What follows belongs to an exercise in optimizing a design on an open flow for small area, a short achievable clock period and few clock cycles; a production flow would make more cautious choices.
RTL that was checked went through simulation tests only; none was proved equivalent to the original.
No activity file was given, so power comes from the tool's default toggle rates.

==> flow/design.v (excerpt) <==
module frame_loader #(
    parameter int H_RES   = 640,
    parameter int V_RES   = 480,
    parameter int BPP     = 1,
    parameter int RAM_LAT = 1,
    parameter int ADDR_W  = 9,
    parameter int COORD_W = 11
) (
    input  logic           CLOCK_50,
    input  logic           reset_n,
    input  logic           start,
    input  logic           abort,
    input  logic           mirror,
    output logic           busy,
    output logic           done,
    output logic [ADDR_W-1:0]    read_addr,
    input  logic [H_RES*BPP-1:0] q,
    output logic [COORD_W-1:0]   pix_x,
    output logic [COORD_W-1:0]   pix_y,
    output logic [BPP-1:0]       pix_color,
    output logic                 pix_valid,
    input  logic                 pix_ready
);
    localparam int CW = 10;
    localparam int NC = 32;           
    localparam int NG = H_RES / NC;   
    localparam logic [CW-1:0]     X_LAST = H_RES - 1;
    localparam logic [ADDR_W-1:0] Y_LAST = V_RES - 1;
    localparam logic [CW-1:0]     PRE_FWD = '1;
    localparam logic [CW-1:0]     PRE_REV = H_RES;
    logic              busy_q, done_q, valid_q, wait_q, prime_q, first_q;
    logic [ADDR_W-1:0] y_q;
    logic              mirror_q, last_q, color_q;
    logic [CW-1:0]     x_q;
    logic [NG-1:0]     grp_q;     
  ...
clock: 5.0 ns
lec_check: 0
cap_margin: 20
core_area: 5 5 235 235
die_area: 0 0 240 240
setup_slack_margin: 3.3
slew_margin: 20
synth_hierarchical: 1
synth_minimum_keep_size: 0
tns_end_percent: 5
buffer_ports_args: -buffer_cell sky130_fd_sc_hd__buf_1
io_constraints: /design/flow/flow/io.tcl
standard.sh (not shown) runs the stock make flow with config.mk's settings and CLKGATE_MAP_FILE= SYNTH_SCRIPT=/design/flow/synth_recipe.tcl, a recipe that flattens the netlist after the stock synthesis.
==> flow/flow/run.sh <==
#!/bin/bash
# The standard layout (standard.sh) with two changes to how it is made:
# every port is buffered by the smallest buffer, sky130_fd_sc_hd__buf_1,
# instead of the one buffer_ports picks; and the q pins are placed in bit
# order (flow/io.tcl) so that each 32-bit group of the colour select sits
# together on one edge.
set -euo pipefail
echo 'export BUFFER_PORTS_ARGS = -buffer_cell sky130_fd_sc_hd__buf_1' >> config.mk
echo "export IO_CONSTRAINTS = $PWD/flow/io.tcl" >> config.mk
if [[ -f flow/extra.mk ]]; then cat flow/extra.mk >> config.mk; fi
bash standard.sh > standard.log 2>&1
==> flow/flow/io.tcl <==
# q pins in bit order, 160 to a side, so each 32-bit group of the colour
# select sits together on one edge
set sides {bottom right top left}
for {set s 0} {$s < 4} {incr s} {
  set names {}
  for {set i [expr {$s * 160}]} {$i < [expr {($s + 1) * 160}]} {incr i} {
    lappend names "q\[$i\]"
  }
  set_io_pin_constraint -region [lindex $sides $s]:* -pin_names $names -group -order
}
The baseline went through all stages and came out clean.
Next try:
- SETUP_SLACK_MARGIN: 3.3 -> 3.0
- TNS_END_PERCENT: 5 -> unset
Outcome: Power went up by about 9%. Wire length went up by 9.7%. Worst hold slack gets better by 26 ps. Design area went up by about 6%. Via count went up by about 0.6%. Non-clock buffer count went up by 2. Maximum frequency went up by about 3.4%. Core utilization went up by 1.3 points.
Next try:
- SETUP_SLACK_MARGIN: 3.0 -> 2.7
- TNS_END_PERCENT: unset -> 5
The new run went through all stages and came out clean.
Die area stays the same.
Routed wire length fell by 33%.
Total power fell by 18%.
Synthesized area stays the same.
Hold slack got worse by 23 ps.
Global-route usage fell by 8.0 points.
Setup slack got worse by 320 ps.
Register-to-register slack got worse by 320 ps.
Via count fell by 9.4%.
Sequential power rose by about 2%.
No functional check of the RTL was part of any run of this note.

## run 1
Another version of the RTL of frame_loader (not shown whole).
Size: roughly 64 flip-flops, about 680 I/O pins, about 6800 µm² of cells after synthesis.
export LEC_CHECK = 0
export CAP_MARGIN = 20
export CORE_AREA = 5 5 235 235
export DIE_AREA = 0 0 240 240
export SETUP_SLACK_MARGIN = 3.0
export SLEW_MARGIN = 20
export SYNTH_HIERARCHICAL = 1
export SYNTH_MINIMUM_KEEP_SIZE = 0
export TNS_END_PERCENT = 25
export BUFFER_PORTS_ARGS = -buffer_cell sky130_fd_sc_hd__buf_1
export IO_CONSTRAINTS = /design/flow/flow/io.tcl
create_clock -name core_clock -period 5.0 [get_ports {CLOCK_50}]
Scripts as last shown in full above: flow/flow/run.sh, flow/flow/io.tcl
Testbench counts of run 1, summed over its fixed seeds: cycles 4,930,576.
For run 2, these inputs were changed with respect to run 1:
# run 1
export LEC_CHECK = 0
export CAP_MARGIN = 20
export CORE_AREA = 5 5 235 235
export DIE_AREA = 0 0 240 240
export SETUP_SLACK_MARGIN = 3.0
export SLEW_MARGIN = 20
export SYNTH_HIERARCHICAL = 1
export SYNTH_MINIMUM_KEEP_SIZE = 0
export TNS_END_PERCENT = 25
export BUFFER_PORTS_ARGS = -buffer_cell sky130_fd_sc_hd__buf_1
export IO_CONSTRAINTS = /design/flow/flow/io.tcl
create_clock -name core_clock -period 5.0 [get_ports {CLOCK_50}]
# run 2
export LEC_CHECK = 0
export CAP_MARGIN = 20
export CORE_AREA = 3 3 231 231
export DIE_AREA = 0 0 234 234
export PLACE_DENSITY = 0.8
export SETUP_SLACK_MARGIN = 3.0
export SLEW_MARGIN = 20
export SYNTH_HIERARCHICAL = 1
export SYNTH_MINIMUM_KEEP_SIZE = 0
export TNS_END_PERCENT = 25
export BUFFER_PORTS_ARGS = -buffer_cell sky130_fd_sc_hd__buf_1
export IO_CONSTRAINTS = /design/flow/flow/io.tcl
create_clock -name core_clock -period 5.0 [get_ports {CLOCK_50}]
Results
When run 2 is set beside run 1, its final instance area turns out to be 140 µm² larger. Comparing run 1 against run 2, there is no change at all in proportion of synthesized area in mux cells. Summary of run 2 over run 1: routed length on met1 rose 9.2%; overall fraction of global-route tracks in use rose by 4.1 points; placeable core area now smaller; data arrival time of the critical path higher. Est. power | run 2 vs run 1 | run 2 higher. On shortest clock period the worst path allows after layout, run 1 beats run 2. Comparing run 2 against run 1, there is no change at all in final hold violation count. Run 2 reached the final stage; the timing, DRC and antenna checks on its layout passed. Comparing run 1 and run 2, the higher area added between synthesis and finish was measured on run 2.
#### Input delta (run 3 over run 2)
# run 2
export LEC_CHECK = 0
export CAP_MARGIN = 20
export CORE_AREA = 3 3 231 231
export DIE_AREA = 0 0 234 234
export PLACE_DENSITY = 0.8
export SETUP_SLACK_MARGIN = 3.0
export SLEW_MARGIN = 20
export SYNTH_HIERARCHICAL = 1
export SYNTH_MINIMUM_KEEP_SIZE = 0
export TNS_END_PERCENT = 25
export BUFFER_PORTS_ARGS = -buffer_cell sky130_fd_sc_hd__buf_1
export IO_CONSTRAINTS = /design/flow/flow/io.tcl
create_clock -name core_clock -period 5.0 [get_ports {CLOCK_50}]
# run 3
export LEC_CHECK = 0
export CAP_MARGIN = 20
export CORE_AREA = 5 5 235 235
export DIE_AREA = 0 0 240 240
export SETUP_SLACK_MARGIN = 2.8
export SLEW_MARGIN = 20
export SYNTH_HIERARCHICAL = 1
export SYNTH_MINIMUM_KEEP_SIZE = 0
export TNS_END_PERCENT = 25
export BUFFER_PORTS_ARGS = -buffer_cell sky130_fd_sc_hd__buf_1
export IO_CONSTRAINTS = /design/flow/flow/io.tcl
create_clock -name core_clock -period 5.0 [get_ports {CLOCK_50}]
### Flow results
Sort run 3 and run 2 by last weighted congestion value of the routability-driven placer asc -> top: run 3
Taking run 2 over run 3, the combinational power ratio works out to 1.12.
The setup slack of run 3 is smaller than that of run 2.
Run 3 vs run 2 on final routed wire length divided by cell count: run 3 is the lower one.
Run 2 -> run 3: cell area after synthesis delta 0, exact match
The following lists how run 4 was set up differently from run 3:
# run 3
export LEC_CHECK = 0
export CAP_MARGIN = 20
export CORE_AREA = 5 5 235 235
export DIE_AREA = 0 0 240 240
export SETUP_SLACK_MARGIN = 2.8
export SLEW_MARGIN = 20
export SYNTH_HIERARCHICAL = 1
export SYNTH_MINIMUM_KEEP_SIZE = 0
export TNS_END_PERCENT = 25
export BUFFER_PORTS_ARGS = -buffer_cell sky130_fd_sc_hd__buf_1
export IO_CONSTRAINTS = /design/flow/flow/io.tcl
create_clock -name core_clock -period 5.0 [get_ports {CLOCK_50}]
# run 4
export LEC_CHECK = 0
export CAP_MARGIN = 20
export CORE_AREA = 5 5 235 235
export DIE_AREA = 0 0 240 240
export SETUP_SLACK_MARGIN = 3.0
export SLEW_MARGIN = 20
export SYNTH_HIERARCHICAL = 1
export SYNTH_MINIMUM_KEEP_SIZE = 0
export TNS_END_PERCENT = 25
export BUFFER_PORTS_ARGS = -buffer_cell sky130_fd_sc_hd__buf_1
export IO_CONSTRAINTS = /design/flow/flow/io.tcl
export POST_GLOBAL_PLACE_TCL = /design/flow/flow/outbuf.tcl
create_clock -name core_clock -period 5.0 [get_ports {CLOCK_50}]
==> flow/flow/run.sh <==
#!/bin/bash
# The standard layout (standard.sh) with three changes to how it is made:
# every input port is buffered by the smallest buffer, sky130_fd_sc_hd__buf_1,
# instead of the one buffer_ports picks, and every output port buffer is then
# made a buf_4 (flow/outbuf.tcl, after global placement); and the q pins are
# placed in bit order (flow/io.tcl) so that each 32-bit group of the colour
# select sits together on one edge.
set -euo pipefail
echo 'export BUFFER_PORTS_ARGS = -buffer_cell sky130_fd_sc_hd__buf_1' >> config.mk
echo "export IO_CONSTRAINTS = $PWD/flow/io.tcl" >> config.mk
echo "export POST_GLOBAL_PLACE_TCL = $PWD/flow/outbuf.tcl" >> config.mk
if [[ -f flow/extra.mk ]]; then cat flow/extra.mk >> config.mk; fi
bash standard.sh > standard.log 2>&1
==> flow/flow/outbuf.tcl (new file) <==
# Output ports: give each port buffer the drive of a buf_4 instead of buf_1,
# as the pins sit far from the flip-flops that drive them.
set db_master [[ord::get_db] findMaster sky130_fd_sc_hd__buf_4]
set n 0
foreach bterm [[ord::get_db_block] getBTerms] {
  if { [$bterm getIoType] != "OUTPUT" } { continue }
  set net [$bterm getNet]
  if { $net == "NULL" } { continue }
  foreach iterm [$net getITerms] {
    if { ![$iterm isOutputSignal] } { continue }
    set inst [$iterm getInst]
    if { [[$inst getMaster] getName] == "sky130_fd_sc_hd__buf_1" } {
      $inst swapMaster $db_master
      incr n
    }
  }
}
puts "outbuf.tcl: $n output port buffers made buf_4"
--- outcome ---
From run 3 to run 4 the numbers moved as follows: total length of routed met2 wires grew by about 9%; global-route usage climbed 0.40 points; final worst clock skew went down by 0.0031 ns. Share of final layout cell area taken by clock buffers and inverters for run 4 is lower than for run 3. Run 4 vs. run 3: fraction of power consumed by combinational cells now sits higher, initial DRC count now sits lower.

static timing again, ports no longer ideal:
Ports are ideal in the flow. The routed layouts listed here were re-timed in OpenROAD.
Step 1 (the two cells are an assumption about what drives the block):
set clk [get_ports {CLOCK_50}]
set_driving_cell -lib_cell sky130_fd_sc_hd__clkbuf_16 $clk
set_driving_cell -lib_cell sky130_fd_sc_hd__buf_2 [delete_from_list [all_inputs] $clk]
Step 2 also shifts input and output timing later by t, the mid clock arrival at the registers, as if the neighbouring blocks saw the same clock.
Slacks: ideal / step 1 / step 2; pairs: ideal / step 1.
run	t, ns	setup slack, ns	hold slack, ns	slew at the worst register clock pin (ns)	pins driven straight from the clock port
the first run of note 1	0.390	2.796 / 2.791 / 2.436	0.499 / 0.499 / 0.499	0.06 / 0.06	1
the second run of note 1	0.399	2.868 / 2.868 / 2.552	0.526 / 0.526 / 0.526	0.07 / 0.07	1
the third run of note 1	0.383	2.551 / 2.551 / 2.283	0.503 / 0.503 / 0.503	0.07 / 0.07	1
run 1	0.357	2.914 / 2.884 / 2.593	0.515 / 0.515 / 0.515	0.06 / 0.06	1
run 2	0.362	2.895 / 2.864 / 2.618	0.501 / 0.501 / 0.501	0.06 / 0.06	1
run 3	0.360	2.777 / 2.741 / 2.413	0.494 / 0.494 / 0.494	0.06 / 0.06	1
run 4	0.349	2.933 / 2.902 / 2.614	0.518 / 0.518 / 0.518	0.05 / 0.05	1
After both steps every run listed still meets setup and hold. For run 3, which loses most, drivers alone change the setup slack by -0.036 ns; drivers and shift together by -0.364 ns.
